This design comes from an exercise in tuning for small area and a short achievable clock period on the open sky130 flow, not from production work.
At most, simulation tests tie the RTL to the original design; equivalence was not proved.
The RTL of run 1 was laid out without a check of its function.
Power and IR drop assume default switching activity.

==> flow/design.v (outline; a module is shown in full before it is edited, if it fits) <==
// module axil_write_channel: 46 lines
// module axil_read_channel: 35 lines
// module coef_reg_file: 53 lines
// module dot_product_pipe: 5109 lines
// module cdp_fa: 10 lines
// module cdp_x3: 8 lines
// module cdp_ha: 9 lines
// module cdp_sel: 9 lines
// module cdp_pp: 12 lines
// module cdp_pp0: 8 lines
// module coef_dot_product_top: 86 lines
// module coef_dot_product: 51 lines
module coef_dot_product (
    input  wire          i_clk,
    input  wire          i_sync_rst,
    input  wire          s_awvalid,
    input  wire [31:0]   s_awaddr,
    output wire          s_awready,
    input  wire          s_wvalid,
    input  wire [31:0]   s_wdata,
    input  wire [3:0]    s_wstrb,
    output wire          s_wready,
    output wire          s_bvalid,
    output wire [1:0]    s_bresp,
    input  wire          s_bready,
    input  wire          s_arvalid,
    input  wire [31:0]   s_araddr,
    output wire          s_arready,
    output wire          s_rvalid,
    output wire [31:0]   s_rdata,
    output wire [1:0]    s_rresp,
    input  wire          s_rready,
    input  wire [127:0]  i_vec,
    input  wire          i_vec_valid,
    output wire [31:0]   o_prod,
    output wire          o_prod_valid
);
  // ...
==> flow/run.sh <==
#!/bin/bash
# synth_recipe.tcl (not shown) runs the flow's synth.tcl, then flattens the netlist and writes it again
# the make line also repeats each setting of config.mk as NAME=value (left out here)
make -C /OpenROAD-flow-scripts/flow DESIGN_CONFIG=/design/flow/config.mk WORK_HOME=/design/flow/orfs CLKGATE_MAP_FILE= SYNTH_SCRIPT=/design/flow/synth_recipe.tcl finish
==> flow/config.mk <==
export PLATFORM = sky130hd
export DESIGN_NAME = coef_dot_product
export DESIGN_NICKNAME = coef_dot_product
export VERILOG_FILES = /design/flow/design.v
export SDC_FILE = /design/flow/constraint.sdc
export NUM_CORES = 4
export LEC_CHECK = 0
export CAP_MARGIN = 20
export CORE_MARGIN = 2
export CORE_UTILIZATION = 60
export PLACE_DENSITY = 0.7
export SETUP_SLACK_MARGIN = 5
export SLEW_MARGIN = 20
export SYNTH_HIERARCHICAL = 1
==> flow/constraint.sdc <==
create_clock -name core_clock -period 9.0 [get_ports {i_clk}]
set_input_delay 1.8000 -clock core_clock [delete_from_list [all_inputs] [get_ports {i_clk}]]
set_output_delay 1.8000 -clock core_clock [all_outputs]
set_load 0.01 [all_outputs]
==> impl_metrics.json, run 1 <==
{
  "status": "timing/DRC/antenna clean",
  "yosys_register_bits": 828,
  "drt_iter0_markers": 8490,
  "route.met2.wl_mm": 110,
  "fill_cells": 7820,
  "yosys.area_share.xor_xnor_pct": 18.4,
  "multiInputGateArea_um2": 45100,
  "taps": 1403,
  "avgRoutedWirePerCell_um": 40.4,
  "hold_buffers": 0,
  "hp-start": "u_top.u_pipe.r_s1_1",
  "dieArea_um2": 111000,
  "hold_end": "u_top.u_pipe.r_s2_1",
  "slowest_delay_ps": 830,
  "multi_input_gates": 3787,
  "grt_pass1_vias": 50300,
  "core_um2": 107000,
  "synthFlopType": "dfxtp_1",
  "layout.cells.non_filler": 6668,
  "h-tree-depth": 3,
  "clkTransAtPathRegs_ps": 60,
  "worstMarginPinSlew_ps": 1340,
  "avgViaCountPerCell": 7.31,
  "antenna_left": 0,
  "combPwrFrac_pct": 66.9,
  "synth_area_leaders": "fa_1 30%, dfxtp_1 19%, xor2_1 15%, a22o_1 14%, edfxtp_1 10%",
  "power.internal_mw": 17.8,
  "power_clock_mw": 3.86,
  "numPortBuffers": 303,
  "synth.avg_cell_area_um2": 13.6,
  "yosysTopAreaCellShare_pct": 30.0,
  "grt_max_degree": 49,
  "dpl_cell_area_um2": 70000,
  "post-route-util_pct": 68.3,
  "crit_path_frequent_cell": "fa_1",
  "whs_ps": 325
}
==> module axil_write_channel, before the edit <==
module axil_write_channel (
    input  wire          i_clk,
    input  wire          i_sync_rst,
    input  wire          i_awvalid,
    input  wire [31:0]   i_awaddr,
    input  wire          i_wvalid,
    input  wire [31:0]   i_wdata,
    input  wire [3:0]    i_wstrb,
    input  wire          i_bready,
    output wire          o_awready,
    output wire          o_wready,
    output wire          o_bvalid,
    output wire [1:0]    o_bresp,
    output reg           o_wr_en,
    output reg  [1:0]    o_wr_idx,
    output reg  [31:0]   o_wr_data,
    output reg  [3:0]    o_wr_strb
);
    reg  r_bvalid;
    reg  r_bslverr;
    wire ready    = ~r_bvalid;
    wire wr_hs    = i_awvalid & i_wvalid & ready;
    wire in_range = (i_awaddr[31:4] == 28'd0);
    assign o_awready = ready;
    assign o_wready  = ready;
    assign o_bvalid  = r_bvalid;
    assign o_bresp   = {r_bslverr, 1'b0};
    always @(posedge i_clk) begin
        if (i_sync_rst) begin
            r_bvalid <= 1'b0;
            o_wr_en  <= 1'b0;
        end else begin
            if (wr_hs)         r_bvalid <= 1'b1;
            else if (i_bready) r_bvalid <= 1'b0;
            o_wr_en <= wr_hs & in_range;
        end
    end
    always @(posedge i_clk) begin
        if (wr_hs) r_bslverr <= ~in_range;
    end
    always @(posedge i_clk) begin
        o_wr_idx  <= i_awaddr[3:2];
        o_wr_data <= i_wdata;
        o_wr_strb <= i_wstrb;
    end
endmodule
==> module axil_read_channel, before the edit <==
module axil_read_channel (
    input  wire          i_clk,
    input  wire          i_sync_rst,
    input  wire          i_arvalid,
    input  wire [31:0]   i_araddr,
    input  wire          i_rready,
    output wire          o_arready,
    output wire          o_rvalid,
    output wire [31:0]   o_rdata,
    output wire [1:0]    o_rresp,
    input  wire          i_wr_pend,
    input  wire [127:0]  i_coefs
);
    reg         r_rvalid;
    reg  [31:0] r_rdata;
    reg         r_rslverr;
    wire ready    = ~r_rvalid & ~i_wr_pend;
    wire rd_hs    = i_arvalid & ready;
    wire in_range = (i_araddr[31:4] == 28'd0);
    assign o_arready = ready;
    assign o_rvalid  = r_rvalid;
    assign o_rdata   = r_rdata;
    assign o_rresp   = {r_rslverr, 1'b0};
    always @(posedge i_clk) begin
        if (i_sync_rst)    r_rvalid <= 1'b0;
        else if (rd_hs)    r_rvalid <= 1'b1;
        else if (i_rready) r_rvalid <= 1'b0;
    end
    always @(posedge i_clk) begin
        if (!r_rvalid) begin
            r_rdata   <= in_range ? i_coefs[32*i_araddr[3:2] +: 32] : 32'd0;
            r_rslverr <= ~in_range;
        end
    end
endmodule
==> module coef_dot_product_top, before the edit <==
module coef_dot_product_top (
    input  wire          i_clk,
    input  wire          i_sync_rst,
    input  wire          s_awvalid,
    input  wire [31:0]   s_awaddr,
    output wire          s_awready,
    input  wire          s_wvalid,
    input  wire [31:0]   s_wdata,
    input  wire [3:0]    s_wstrb,
    output wire          s_wready,
    output wire          s_bvalid,
    output wire [1:0]    s_bresp,
    input  wire          s_bready,
    input  wire          s_arvalid,
    input  wire [31:0]   s_araddr,
    output wire          s_arready,
    output wire          s_rvalid,
    output wire [31:0]   s_rdata,
    output wire [1:0]    s_rresp,
    input  wire          s_rready,
    input  wire [127:0]  i_vec,
    input  wire          i_vec_valid,
    output wire [31:0]   o_prod,
    output wire          o_prod_valid
);
    wire         wr_en;
    wire [1:0]   wr_idx;
    wire [31:0]  wr_data;
    wire [3:0]   wr_strb;
    wire [127:0] coefs;
    wire [63:0]  b_one, b_two, b_neg;
    axil_write_channel u_wr_ch (
        .i_clk      (i_clk),
        .i_sync_rst (i_sync_rst),
        .i_awvalid  (s_awvalid),
        .i_awaddr   (s_awaddr),
        .i_wvalid   (s_wvalid),
        .i_wdata    (s_wdata),
        .i_wstrb    (s_wstrb),
        .i_bready   (s_bready),
        .o_awready  (s_awready),
        .o_wready   (s_wready),
        .o_bvalid   (s_bvalid),
        .o_bresp    (s_bresp),
        .o_wr_en    (wr_en),
        .o_wr_idx   (wr_idx),
        .o_wr_data  (wr_data),
        .o_wr_strb  (wr_strb)
    );
    axil_read_channel u_rd_ch (
        .i_clk      (i_clk),
        .i_sync_rst (i_sync_rst),
        .i_arvalid  (s_arvalid),
        .i_araddr   (s_araddr),
        .i_rready   (s_rready),
        .o_arready  (s_arready),
        .o_rvalid   (s_rvalid),
        .o_rdata    (s_rdata),
        .o_rresp    (s_rresp),
        .i_wr_pend  (wr_en),
        .i_coefs    (coefs)
    );
    coef_reg_file u_regs (
        .i_clk      (i_clk),
        .i_sync_rst (i_sync_rst),
        .i_wr_en    (wr_en),
        .i_wr_idx   (wr_idx),
        .i_wr_data  (wr_data),
        .i_wr_strb  (wr_strb),
        .o_coefs    (coefs),
        .o_one      (b_one),
        .o_two      (b_two),
        .o_neg      (b_neg)
    );
    dot_product_pipe u_pipe (
        .i_clk        (i_clk),
        .i_sync_rst   (i_sync_rst),
        .i_vec        (i_vec),
        .i_vec_valid  (i_vec_valid),
        .i_one        (b_one),
        .i_two        (b_two),
        .i_neg        (b_neg),
        .o_prod       (o_prod),
        .o_prod_valid (o_prod_valid)
    );
endmodule
==> run 2, diff against run 1 <==
--- a/flow/design.v
+++ b/flow/design.v
@@ -20,15 +20,18 @@
     output wire          o_bvalid,
     output wire [1:0]    o_bresp,
     output reg           o_wr_en,
+    output wire          o_wr_en_next,
     output reg  [1:0]    o_wr_idx,
     output reg  [31:0]   o_wr_data,
     output reg  [3:0]    o_wr_strb
 );
     reg  r_bvalid;
     reg  r_bslverr;
-    wire ready    = ~r_bvalid;
+    reg  r_ready;
+    wire ready    = r_ready;
     wire wr_hs    = i_awvalid & i_wvalid & ready;
     wire in_range = (i_awaddr[31:4] == 28'd0);
+    assign o_wr_en_next = wr_hs & in_range & ~i_sync_rst;
     assign o_awready = ready;
     assign o_wready  = ready;
     assign o_bvalid  = r_bvalid;
@@ -36,11 +39,17 @@
     always @(posedge i_clk) begin
         if (i_sync_rst) begin
             r_bvalid <= 1'b0;
+            r_ready  <= 1'b1;
             o_wr_en  <= 1'b0;
         end else begin
-            if (wr_hs)         r_bvalid <= 1'b1;
-            else if (i_bready) r_bvalid <= 1'b0;
-            o_wr_en <= wr_hs & in_range;
+            if (wr_hs) begin
+                r_bvalid <= 1'b1;
+                r_ready  <= 1'b0;
+            end else if (i_bready) begin
+                r_bvalid <= 1'b0;
+                r_ready  <= 1'b1;
+            end
+            o_wr_en <= o_wr_en_next;
         end
     end
     always @(posedge i_clk) begin
@@ -65,23 +74,29 @@
     output wire          o_rvalid,
     output wire [31:0]   o_rdata,
     output wire [1:0]    o_rresp,
-    input  wire          i_wr_pend,
+    input  wire          i_wr_pend_next,
     input  wire [127:0]  i_coefs
 );
     reg         r_rvalid;
     reg  [31:0] r_rdata;
     reg         r_rslverr;
-    wire ready    = ~r_rvalid & ~i_wr_pend;
+    reg         r_ready;
+    wire ready    = r_ready;
     wire rd_hs    = i_arvalid & ready;
     wire in_range = (i_araddr[31:4] == 28'd0);
     assign o_arready = ready;
     assign o_rvalid  = r_rvalid;
     assign o_rdata   = r_rdata;
     assign o_rresp   = {r_rslverr, 1'b0};
+    wire rvalid_next = rd_hs | (r_rvalid & ~i_rready);
     always @(posedge i_clk) begin
-        if (i_sync_rst)    r_rvalid <= 1'b0;
-        else if (rd_hs)    r_rvalid <= 1'b1;
-        else if (i_rready) r_rvalid <= 1'b0;
+        if (i_sync_rst) begin
+            r_rvalid <= 1'b0;
+            r_ready  <= 1'b1;
+        end else begin
+            r_rvalid <= rvalid_next;
+            r_ready  <= ~rvalid_next & ~i_wr_pend_next;
+        end
     end
     always @(posedge i_clk) begin
         if (!r_rvalid) begin
@@ -5343,6 +5358,7 @@
     output wire          o_prod_valid
 );
     wire         wr_en;
+    wire         wr_en_next;
     wire [1:0]   wr_idx;
     wire [31:0]  wr_data;
     wire [3:0]   wr_strb;
@@ -5362,6 +5378,7 @@
         .o_bvalid   (s_bvalid),
         .o_bresp    (s_bresp),
         .o_wr_en    (wr_en),
+        .o_wr_en_next (wr_en_next),
         .o_wr_idx   (wr_idx),
         .o_wr_data  (wr_data),
         .o_wr_strb  (wr_strb)
@@ -5376,7 +5393,7 @@
         .o_rvalid   (s_rvalid),
         .o_rdata    (s_rdata),
         .o_rresp    (s_rresp),
-        .i_wr_pend  (wr_en),
+        .i_wr_pend_next (wr_en_next),
         .i_coefs    (coefs)
     );
     coef_reg_file u_regs (
==> flow/flow/run.sh (new file) <==
#!/bin/bash
set -euo pipefail
bash standard.sh SETUP_SLACK_MARGIN=5.8 finish > flow_make.log 2>&1
==> flow/standard.sh (new file) <==
#!/bin/bash
# synth_recipe.tcl (not shown) runs the flow's synth.tcl, then flattens the netlist and writes it again
# the make line also repeats each setting of config.mk as NAME=value (left out here)
make -C /OpenROAD-flow-scripts/flow DESIGN_CONFIG=/design/flow/config.mk WORK_HOME=/design/flow/orfs CLKGATE_MAP_FILE= SYNTH_SCRIPT=/design/flow/synth_recipe.tcl "${@:-finish}"
--- a/flow/config.mk
+++ b/flow/config.mk
@@ -9,6 +9,5 @@
 export CORE_MARGIN = 2
 export CORE_UTILIZATION = 60
 export PLACE_DENSITY = 0.7
-export SETUP_SLACK_MARGIN = 5
 export SLEW_MARGIN = 20
 export SYNTH_HIERARCHICAL = 1
removed: flow/run.sh
==> run 2 against run 1 <==
Setup slack better by 760 ps. Sequential power down 3%. Synthesized area about the same. Via count up 1.5%. Flip-flop and latch count up 2. Fmax up 23%. Synthesized cell count up 0.13%. Die area about the same. Critical path depth unchanged. Register-to-register slack better by 760 ps. Core utilization up 1.3 points. Final cell count up 1.7%.
==> impl_metrics.json, run 2 <==
{
  "status": "timing/DRC/antenna clean",
  "antenna_left": 0,
  "ir_drop_v": 0.000893,
  "min_period_ps": 3290,
  "die-height_um": 333,
  "crit_type": "register to register",
  "pwr_density_cell_nw_per_um2": 441,
  "start_util_pct": 60.6,
  "reg2regPathDepth": 5,
  "synth.avg_cell_area_um2": 13.6,
  "numPortBuffers": 303,
  "endpoint_kind": "register",
  "cp_slowest_cell": "dfxtp_2",
  "r2r_start": "u_top.u_pipe.r_vec[40]",
  "yosys.area_share.xor_xnor_pct": 18.4,
  "ctsRootBufferMaster": "clkbuf_16",
  "io_pins": 310,
  "cp_max_fo": 24,
  "synth_area_leaders": "fa_1 30%, dfxtp_1 19%, xor2_1 15%, a22o_1 14%, edfxtp_1 10%",
  "avgRoutedWirePerCell_um": 40.1,
  "hp-start": "u_top.u_pipe.r_s1_2",
  "tns_ps": 0,
  "synth_fp_nets": 6011,
  "die_x_um": 333,
  "synthFlopType": "dfxtp_1",
  "slowest_delay_ps": 970,
  "grt-ovfl-total": 0,
  "path_cells": "a22o_1 > xor2_1 > fa_1 > fa_1 > fa_1",
  "worstMarginPinSlew_ps": 1150,
  "yosys_warnings": 10,
  "fin_area_um2": 74600,
  "muxShareOfSynthArea_pct": 2.61,
  "clkTransAtPathRegs_ps": 60,
  "arrival_ps": 3870,
  "largest_reg_flops": 128,
  "hold_path_class": "register to register",
  "synth_top_cells_by_count": "1098 x xor2_1, 1034 x a22o_1, 970 x fa_1",
  "drive_above_1_share_pct": 10.7,
  "maxSlewViolCount": 0,
  "num_vias": 49500,
  "crit_path_frequent_cell": "fa_1",
  "h-tree-depth": 3,
  "synthCells": 4757,
  "area_growth_pct": 15.0,
  "std_cell_rows": 120,
  "finalHoldViolCount": 0,
  "drtPass1Iterations": 9,
  "setup_violations": 0,
  "ys_async_sr_fraction_pct": 0,
  "grt_pass1_wl_mm": 377,
  "grt_pass1_vias": 50800,
  "regMostFlops": "u_top.u_pipe.r_vec",
  "dpl_cell_area_um2": 70000,
  "maxCapViolations": 0,
  "grt_antenna_before_repair": 5,
  "drc": 0,
  "yosysTopAreaCellShare_pct": 30.0,
  "cellLeakagePower_nw": 31.8,
  "ys_seq_area_share_pct": 29.1,
  "clock_latency_ps": 750,
  "grtUsageTotal_pct": 49.3,
  "hold_buffers": 0,
  "dp_hpwl_mm": 185,
  "regToRegEndpoint": "u_top.u_pipe.r_s1_52",
  "post-route-period-util_pct": 36.6,
  "synth_area_um2": 64800,
  "clockBufferDepth": 3,
  "core_um2": 107000,
  "hold_end": "u_top.u_pipe.r_s2_2",
  "fin_nets": 6552,
  "holdPathStages": 0,
  "cp-start-kind": "register",
  "wl_mm": 272,
  "synth_most_common_cell": "xor2_1",
  "synth_top_family_by_area": "adder cells",
  "synth-compound-area-share_pct": 15.3,
  "cts_buffers": 90,
  "slew_headroom_pct": 23.2,
  "cts_tree": "built",
  "clock_sinks": 830,
  "critPathRequiredTime_ps": 9580,
  "grt_max_degree": 49,
  "rsz0062_at_grt": "true",
  "drt_iter0_markers": 8223,
  "skew_ps": 64.1,
  "avgViaCountPerCell": 7.29,
  "yosys_register_bits": 830,
  "dieArea_um2": 111000,
  "synth_fa_ha_area_share_pct": 30.9,
  "synth-edff-count": 226,
  "yosys.area_share.simple_pct": 2.33,
  "layout_common_cells": "1095 x xor2_1, 1034 x a22o_1, 969 x fa_1",
  "place_congestion": 1.05,
  "rrSetupSlack_ps": 5710,
  "synth_cell_types": 71,
  "clock.fmax_mhz": 304,
  "final_common_cell": "xor2_1",
  "yosysTopAreaCell": "fa_1"
}
run 2: changes by cell type after synthesis, moves of 2 or more:
cell	previous run	this run
nand2b_1	7	9
nor2_1	24	22
nor3_1	11	13
dfxtp_1	602	604
a21oi_1	37	39
run 2: layout make-up:
type | count | area [um^2]
clock buffers | 124 | 2670
fillers | 7647 | 32500
flip-flops and latches | 830 | 19000
diodes | 7 | 17.5
clock inverters | 44 | 676
multi-input cells | 3791 | 45200
inverters | 26 | 101
repair buffers | 559 | 5230
well taps | 1403 | 1760
run 2: layer usage:
metal	wire length (um)	up-vias	part of all wire (%)	track usage (%)
met1	87000	24700	32	56.6
met5	246	-	0.090	1.17
met3	44100	1507	16	24.7
li1	-	18300	-	-
met2	113000	4976	41	69.8
met4	27900	14	10	38.4
run 2: timing repair:
item,in CTS,in global routing
resized for setup,114,55
buffers inserted,69,39
endpoints found under the setup margin,552,110
endpoints found under the hold margin,0,0
run 2: logic make-up (layout without fill, tap and decap cells):
logic type	Yosys count	in the layout
other cells	2	9
mux	97	97
simple gates	254	254
flops	830	830
fa+ha+maj	1018	1018
buf+inv	136	753
compound gates	1166	1166
xor+xnor	1254	1254
run 2: worst max path at each step:
stage,startpoint,to,cells past startpoint
after detailed placement,s_araddr[18],u_top.u_rd_ch.r_rslverr,4
after global routing,s_araddr[29],u_top.u_rd_ch.r_rslverr,4
final,u_top.u_pipe.r_vec[40],u_top.u_pipe.r_s1_52,5
after floorplan,i_sync_rst,u_top.u_regs.o_neg[0],4
after CTS,u_top.u_pipe.r_vec[80],u_top.u_pipe.r_s1_99,5
after global placement,s_araddr[18],u_top.u_rd_ch.r_rslverr,4
run 2: per-module statistics from Yosys (local to each module, per instance), a selection:
module | cell area [um^2] | times used | cells
coef_reg_file | 8770 | 1 | 552
cdp_fa | 20.0 | 970 | 1
axil_read_channel | 2370 | 1 | 131
cdp_x3 | 23.8 | 62 | 1
cdp_pp0 | 12.5 | 64 | 2
cdp_pp | 8.76 | 1024 | 1
axil_write_channel | 987 | 1 | 65
cdp_ha | 12.5 | 23 | 1
cdp_sel | 8.76 | 1024 | 1
dot_product_pipe | 12800 | 1 | 778
run 2: worst max-delay path, delay by kind of cell (launching register included):
kind                     cells  cell delay [ps]
AO/OA/AOI/OAI                1              270
flip-flops                   1              970
XOR/XNOR                     1              200
adder cells (fa/ha/maj)      3             1620
run 2: power by group:
part | switching, mW | leakage, nW | internal, mW
clock | 1.71 | 1.63 | 2.45
combinational | 12.2 | 22.7 | 9.99
sequential | 0.929 | 7.43 | 5.66
total | 14.8 | 31.8 | 18.1
run 2: per-stage QoR:
stage | cells | power [mW] | hold WS [ps] | setup slack (ps) | utilization (%)
finish | 6784 | 32.9 | 336 | 5710 | 69.7
global route | 6778 | 34.9 | 353 | 5720 | 69.7
detailed placement | 6501 | 27.8 | 318 | 4780 | 65.4
floorplan | 4757 | 19.6 | 310 | 5860 | -
CTS | 6738 | 32.2 | 339 | 5740 | 69.2
global placement | 6500 | 27.2 | 313 | 4780 | 65.4
==> run 3, diff against run 2 <==
==> flow/flow/run.sh (replaced) <==
#!/bin/bash
set -euo pipefail
bash standard.sh SETUP_SLACK_MARGIN=6.0 finish > flow_make.log 2>&1
==> run 3 against run 2 <==
First-iteration DRC count is 3.6% higher. Critical path depth stayed put. Critical path type unchanged. Setup slack improved by 220 ps. Combinational power hardly changed. Register-to-register slack better by 220 ps. Routed wire length grew 1.1%. Final area grew 1.3%. Sequential share of layout area decreased by 0.23 points.
==> impl_metrics.json, run 3 <==
{
  "cp_slowest_cell": "edfxtp_1",
  "final_common_cell": "xor2_1",
  "synth_top_family_by_area": "adder cells",
  "num_vias": 49900,
  "numPortBuffers": 303,
  "io_pins": 310,
  "ctsRootBufferMaster": "clkbuf_16",
  "ff_latch_area_um2": 19000,
  "path_cells": "buf_4 > xor2_1 > fa_1 > fa_1 > fa_1",
  "clock_latency_ps": 720,
  "r2r_start": "u_top.u_regs.o_neg[43]",
  "rrSetupSlack_ps": 5920,
  "slew_headroom_pct": 36.0,
  "synth_area_um2": 64800,
  "synth_cell_types": 71,
  "post-route-period-util_pct": 34.2,
  "slowest_delay_ps": 630,
  "critPathRequiredTime_ps": 9580,
  "fill_cells": 7625,
  "status": "timing/DRC/antenna clean",
  "std_cell_rows": 120,
  "cts_tree": "built",
  "place_congestion": 1.06,
  "regToRegEndpoint": "u_top.u_pipe.r_s1_190",
  "core_um2": 107000,
  "synth_most_common_cell": "xor2_1",
  "arrival_ps": 3660,
  "ir_drop_v": 0.000926,
  "synth_top_cells_by_count": "1098 x xor2_1, 1034 x a22o_1, 970 x fa_1",
  "wl_mm": 275,
  "dp_hpwl_mm": 187,
  "grt_antenna_before_repair": 8,
  "hold_path_class": "register to register",
  "rsz0062_at_grt": "true",
  "drtPass1Iterations": 9,
  "drt_iter0_markers": 8515,
  "dieArea_um2": 111000,
  "synthCells": 4757,
  "ys_seq_area_share_pct": 29.1,
  "synth-compound-area-share_pct": 15.3,
  "avgRoutedWirePerCell_um": 40.2,
  "grt_max_degree": 44,
  "yosys.area_share.xor_xnor_pct": 18.4,
  "antenna_left": 0,
  "min_period_ps": 3080,
  "yosysTopAreaCell": "fa_1",
  "synthFlopType": "dfxtp_1",
  "crit_type": "register to register",
  "h-tree-depth": 3,
  "area_growth_pct": 16.5,
  "power_mw": 32.8,
  "avgViaCountPerCell": 7.29,
  "multiInputGateArea_um2": 45500,
  "ys_async_sr_fraction_pct": 0,
  "die-height_um": 333,
  "maxSlewViolCount": 0,
  "grt_pass1_wl_mm": 377,
  "drive_above_1_share_pct": 14.6,
  "crit_path_frequent_cell": "fa_1",
  "cp_max_fo": 11,
  "largest_reg_flops": 128,
  "start_util_pct": 60.6,
  "cts_buffers": 88,
  "finalHoldViolCount": 0,
  "yosys.area_share.simple_pct": 2.33,
  "die_x_um": 333,
  "synth_fp_nets": 6011,
  "worstMarginPinSlew_ps": 961,
  "synth-edff-count": 226,
  "crit_path_end": "u_top.u_pipe.r_s1_190",
  "maxCapViolations": 0,
  "regMostFlops": "u_top.u_pipe.r_vec",
  "tns_ps": 0,
  "grt-ovfl-total": 0,
  "cp-start-kind": "register",
  "pwr_density_cell_nw_per_um2": 434,
  "crit_buf_inv": 1,
  "yosysTopAreaCellShare_pct": 30.0,
  "synth.avg_cell_area_um2": 13.6,
  "muxShareOfSynthArea_pct": 2.61,
  "reg2regPathDepth": 5,
  "clock_sinks": 830,
  "endpoint_kind": "register",
  "crit_start": "u_top.u_regs.o_neg[43]",
  "skew_ps": 51.4,
  "setup_violations": 0,
  "worst-path-stages": 5,
  "yosys_register_bits": 830,
  "layout_common_cells": "1086 x xor2_1, 1033 x a22o_1, 932 x fa_1",
  "synth_fa_ha_area_share_pct": 30.9,
  "drc": 0,
  "fin_nets": 6621,
  "grt_pass1_vias": 50700,
  "grtUsageTotal_pct": 49.4,
  "clkTransAtPathRegs_ps": 60,
  "synth_area_leaders": "fa_1 30%, dfxtp_1 19%, xor2_1 15%, a22o_1 14%, edfxtp_1 10%",
  "cellLeakagePower_nw": 32.1,
  "clock.fmax_mhz": 325,
  "crit_family": "adder cells",
  "clockBufferDepth": 3,
  "yosys_warnings": 10
}
run 3: cell types whose count changed in the layout (fill, tap and decap cells not counted), moves of 10 or more:
cell / before / now
dfxtp_1: 563 / 536
dlygate4sd2_1: 42 / 0
dfxtp_4: 19 / 32
buf_8: 2 / 12
buf_2: 4 / 72
fa_1: 969 / 932
fa_2: 1 / 38
buf_6: 26 / 60
buf_12: 20 / 47
dfxtp_2: 22 / 36
clkdlybuf4s15_1: 24 / 0
run 3: final cells by class:
| class | count | share of cell area [%] |
|---|---|---|
| Antenna cell | 6 | 0.0199 |
| Clock buffer | 120 | 3.36 |
| Clock inverter | 38 | 0.651 |
| Inverter | 26 | 0.129 |
| Multi-Input combinational cell | 3794 | 60.3 |
| Sequential cell | 830 | 25.2 |
| Tap cell | 1403 | 2.32 |
| Timing Repair Buffer | 627 | 8.00 |
run 3: repair_timing:
action                                  4_1_cts  5_1_grt
pin swaps                                     3       23
hold buffers                                  0        0
endpoints found under the setup margin      577      182
buffers inserted                            151       25
cloned                                        3        1
gates resized for setup                     424      114
endpoints found under the hold margin         0        0
run 3: worst reg2reg max path: stages (launching register included):
cell,delay (ps)
edfxtp_1,630
buf_4,430
xor2_1,370
fa_1,500
fa_1,600
fa_1,440
run 3: per-stage QoR:
stage	utilization, %	worst slack [ps]	instances	hold slack [ps]	cell area [um^2]
floorplan	-	6000	4757	310	64900
global route	70.5	5910	6838	329	75500
finish	70.5	5920	6844	327	75500
CTS	69.9	5910	6812	328	74800
detailed placement	65.4	4750	6500	314	70000
global placement	65.4	4820	6499	314	70000
run 3: per-layer routing:
| layer | wire [um] | share of wire (%) | global-route usage [%] |
|---|---|---|---|
| met1 | 88500 | 32 | 58.0 |
| met2 | 113000 | 41 | 70.2 |
| met3 | 44100 | 16 | 22.1 |
| met4 | 29300 | 11 | 39.4 |
| met5 | 118 | 0.043 | 0.174 |
run 3: where the power goes:
group	internal, mW	leakage, nW	switching [mW]	total [mW]
clock network	2.20	1.47	1.63	3.83
logic	10.2	23.2	12.2	22.4
registers	5.66	7.43	0.895	6.56
run 3: per-module statistics from Yosys (local to each module, per instance), excerpt:
module              area [um^2]  cells  copies in the design  flops+latches
cdp_x3                     23.8      1                    62              0
dot_product_pipe          12800    778                     1            561
cdp_sel                    8.76      1                  1024              0
cdp_pp0                    12.5      2                    64              0
axil_read_channel          2370    131                     1             35
cdp_pp                     8.76      1                  1024              0
coef_reg_file              8770    552                     1            192
axil_write_channel          987     65                     1             42
cdp_fa                     20.0      1                   970              0
cdp_ha                     12.5      1                    23              0
run 3: how the worst min path moves through the flow:
stage	from	endpoint	slack [ps]	depth (start not counted)
6_report	u_top.u_pipe.r_s1_2	u_top.u_pipe.r_s2_2	330	0
5_1_grt	u_top.u_pipe.r_s1_1	u_top.u_pipe.r_s2_1	330	0
4_1_cts	u_top.u_pipe.r_s1_2	u_top.u_pipe.r_s2_2	330	0
3_5_place_dp	u_top.u_pipe.r_s1_1	u_top.u_pipe.r_s2_1	310	0
3_3_place_gp	u_top.u_pipe.r_s1_1	u_top.u_pipe.r_s2_1	310	0
2_1_floorplan	u_top.u_pipe.r_s1_0	u_top.u_pipe.r_s2_0	310	0
run 3: cells by family after synthesis:
| group | after synthesis |
|---|---|
| multiplexers | 97 |
| AO/OA/AOI/OAI | 1166 |
| adder cells (fa/ha/maj) | 1018 |
| buffers and inverters | 136 |
| flip-flops | 830 |
| AND/OR/NAND/NOR | 254 |
| XOR/XNOR | 1254 |
| other | 2 |

[port drivers added, routing unchanged]
How much do the figures lean on ideal ports? The routed layouts below were timed once more, with nothing changed but the port constraints. Step 1 (the two cells are an assumption about what drives the block):
set clk [get_ports {i_clk}]
set_driving_cell -lib_cell sky130_fd_sc_hd__clkbuf_16 $clk
set_driving_cell -lib_cell sky130_fd_sc_hd__buf_2 [delete_from_list [all_inputs] $clk]
Step 2, shift: input delay + t, output delay - t, t = (earliest + latest rising clock arrival at the registers) / 2. This alone moves slack from input paths to output paths. a / b / c = ideal / step 1 / step 2; a / b = the first two.
| run | t (ns) | slack for setup (ns) | cell pins on the clock port's net |
|---|---|---|---|
| run 1 | 0.778 | 4.947 / 4.947 / 4.792 | 1 |
| run 2 | 0.803 | 5.705 / 5.705 / 5.040 | 1 |
| run 3 | 0.776 | 5.922 / 5.859 / 5.217 | 1 |
After both steps every run listed still meets setup and hold. The setup slack of run 3, which loses most, moves by -0.063 ns with the drivers and by -0.705 ns with both steps.
